Context: an optimization exercise on an open-source flow, tuned for small area, a short achievable clock period and few clock cycles per item. The choices shown serve that exercise and are no tape-out recipe. Function was checked by simulation only, so behaviour that the tests miss may differ from the original. No activity file was given, so power comes from the tool's default toggle rates.

Setup of lagoon:
==> flow/design.v (excerpt) <==
module conv2d_stream #(
    parameter int DATA_W = 8,
    parameter int COEF_W = 8,
    parameter int IMG_W  = 8,
    parameter int IMG_H  = 8,
    parameter int ACC_W  = 20,
    parameter int SHIFT  = 4,
    parameter int OUT_W  = 16
) (
    input  logic              clk,
    input  logic              in_st,
    input  logic              coef_we,
    input  logic [3:0]        coef_addr,
    input  logic [COEF_W-1:0] coef_din,
    input  logic              pix_valid,
    output logic              pix_ready,
    input  logic [DATA_W-1:0] pix_din,
    output logic [OUT_W-1:0]  dout,
    output logic              out_st,
    input  logic              out_ready,
    output logic              frame_done
);
Size: roughly 2400 cells after synthesis, roughly 44 I/O pins, ~32000 µm² of cells after synthesis.
==> flow/config.mk <==
export PLATFORM = sky130hd
export DESIGN_NAME = conv2d_stream
export DESIGN_NICKNAME = conv2d_stream
export VERILOG_FILES = /design/flow/design.v
export SDC_FILE = /design/flow/constraint.sdc
export NUM_CORES = 4
export LEC_CHECK = 0
export CAP_MARGIN = 20
export CORE_MARGIN = 2
export CORE_UTILIZATION = 60
export CTS_CLUSTER_DIAMETER = 100
export CTS_CLUSTER_SIZE = 24
export PLACE_DENSITY = 0.7
export SETUP_SLACK_MARGIN = 4.0
export SLEW_MARGIN = 20
export TNS_END_PERCENT = 30
==> flow/constraint.sdc <==
create_clock -name core_clock -period 6.5 [get_ports {clk}]
set_input_delay 1.3000 -clock core_clock [delete_from_list [all_inputs] [get_ports {clk}]]
set_output_delay 1.3000 -clock core_clock [all_outputs]
set_load 0.01 [all_outputs]
standard.sh (not shown) runs the stock make flow with config.mk's settings and CLKGATE_MAP_FILE= SYNTH_SCRIPT=/design/flow/synth_recipe.tcl, a recipe that flattens the netlist after the stock synthesis.
==> flow/flow/run.sh <==
#!/bin/bash
# Standard ORFS layout, with one netlist step between synthesis and floorplan:
# flow/polfix.py re-chooses full-adder and AND/NAND polarities to drop inverters.
set -euo pipefail
R=orfs/results/${FLOW_PLATFORM:-sky130hd}/conv2d_stream/base
bash standard.sh synth > synth.log 2>&1
cp $R/1_2_yosys.v $R/1_2_yosys.orig.v
python3 flow/polfix.py $R/1_2_yosys.orig.v $R/1_2_yosys.pf.v > polfix.log 2>&1
cp $R/1_2_yosys.pf.v $R/1_2_yosys.v
touch $R/1_2_yosys.v
bash standard.sh finish > finish.log 2>&1
grep -c polinv_ $R/1_2_yosys.v >> polfix.log || true
Other scripts of this flow, unchanged in this note and not shown: flow/flow/polfix.py
lagoon finished end to end and its layout was clean on timing, DRC and antenna.
Testbench counts of lagoon, summed over its fixed seeds: cycles 16,512, items 9,216.
Edits applied to the flow inputs when going from lagoon to yarrow:
- SETUP_SLACK_MARGIN now 4.1, was 4.0
- TNS_END_PERCENT no longer set, was 30
[summary]
- On clock power, yarrow and lagoon are basically level.
- Wire: yarrow routes more than lagoon
- In yarrow the critical path depth turned out 6 higher than in lagoon.
Modified inputs, fjord compared to yarrow
- GPL_ROUTABILITY_DRIVEN newly set to 0
- SETUP_SLACK_MARGIN changed from 4.1 to 4.0
==> results.txt <==
In summary, fjord completed successfully, with a layout that passed the timing, design-rule and antenna checks.
Per the comparison of fjord with yarrow, depth of the critical timing path with buffers and inverters included shows a reduction of 7, setup slack after layout went up.
Changes observed in fjord relative to yarrow: number of buffer and inverter stages on the critical path moved down; met3 track demand over resource rose by 1.2 points; final area moved down; highest fanout seen on the critical path saw a decrease.
The beginning of the critical path comes out out_ready in one run and r1_739 in the other, namely in yarrow and fjord respectively.
[inputs] ember vs fjord
- GPL_ROUTABILITY_DRIVEN: 0 -> unset
- CTS_CLUSTER_DIAMETER: 100 -> 110
- CTS_CLUSTER_SIZE: 24 -> 26
## What came out
- Of ember and fjord, ember shows the lower final-layout clock buffer total, with fjord above it.
- fjord: flow completed, timing, DRC and antenna clean
- ember completed end to end with timing, DRC and antenna clean.
- | total detailed-routing wirelength | ember vs fjord | worse |
- Total met3 wirelength after detailed routing: ember vs fjord down 14%

========
Starting RTL as in the previous note.
Settings: LEC_CHECK=0, CAP_MARGIN=20, CORE_MARGIN=2, CORE_UTILIZATION=60, CTS_CLUSTER_DIAMETER=100, CTS_CLUSTER_SIZE=24, PLACE_DENSITY=0.7, SETUP_SLACK_MARGIN=3.8, SLEW_MARGIN=20; clock period 6.5 ns.
Scripts as last shown in full above: flow/flow/run.sh
Other scripts of this flow, unchanged in this note and not shown: flow/flow/polfix.py
The starting point finished with timing, DRC and antenna clean.
Testbench counts at the start, summed over its fixed seeds: cycles 16,512, items 9,216.
Then changed:
--- a/flow/config.mk
+++ b/flow/config.mk
@@ -9,7 +9,7 @@
 export CORE_MARGIN = 2
-export CORE_UTILIZATION = 60
+export CORE_UTILIZATION = 70
 export CTS_CLUSTER_DIAMETER = 100
 export CTS_CLUSTER_SIZE = 24
-export PLACE_DENSITY = 0.7
-export SETUP_SLACK_MARGIN = 3.8
+export PLACE_DENSITY = 0.8
+export SETUP_SLACK_MARGIN = 4.0
 export SLEW_MARGIN = 20
Outcome: The changed run finished with timing, DRC and antenna clean; first-iteration DRC count grows by about a fifth; die area shrinks by about a fifth; clock power hardly moves; global-route usage grows by 6.2 points; sequential power shrinks slightly; fmax grows by a few percent; worst hold slack barely changes; cell count shrinks slightly.
Then changed:
--- a/flow/config.mk
+++ b/flow/config.mk
@@ -9,6 +9,6 @@
 export CORE_MARGIN = 2
-export CORE_UTILIZATION = 70
+export CORE_UTILIZATION = 60
 export CTS_CLUSTER_DIAMETER = 100
 export CTS_CLUSTER_SIZE = 24
-export PLACE_DENSITY = 0.8
+export PLACE_DENSITY = 0.7
 export SETUP_SLACK_MARGIN = 4.0
After rerunning: The changed run ran to the end with no violations; wire length falls by 2.9%; combinational power stays flat; synthesized cell count stays the same; first-iteration DRC count falls by 15%; count of clock-buffer cells in the layout is unchanged; fmax barely changes; cell area rises by 0.69%; final cell count rises by 3.2%; global-route usage falls by 5.7 points; power falls by 0.56%.

re-timing with driven ports:
In the flow no input, the clock included, has a driving cell. The finished layouts below were timed again as built, in two steps. Step 1 assumes that a clkbuf_16 drives the clock port and a buf_2 every other input. Step 2 moves the port delays by t, midway between the first and last clock arrival at a register: inputs arrive t later, outputs are due t later. That takes back most of the time a late clock gives input paths. Three values: ideal ports, drivers, drivers and shift; two values: the first two.
run	shift t [ns]	setup slack, ns	worst setup path at the end	pins driven straight from the clock port
lagoon	0.681	3.921 / 3.921 / 3.441	input to register	1
yarrow	0.677	3.978 / 3.955 / 3.333	input to register	1
fjord	0.682	3.993 / 3.959 / 3.393	input to register	1
ember	0.684	3.990 / 3.947 / 3.403	input to register	1
the first run of note 2	0.679	3.841 / 3.812 / 3.336	input to register	1
the second run of note 2	0.669	3.991 / 3.964 / 3.427	input to register	1
the third run of note 2	0.678	3.996 / 3.953 / 3.404	input to register	1
After both steps every run listed still meets setup and hold. The setup slack of yarrow, which loses most, moves by -0.023 ns with the drivers and by -0.645 ns with both steps.
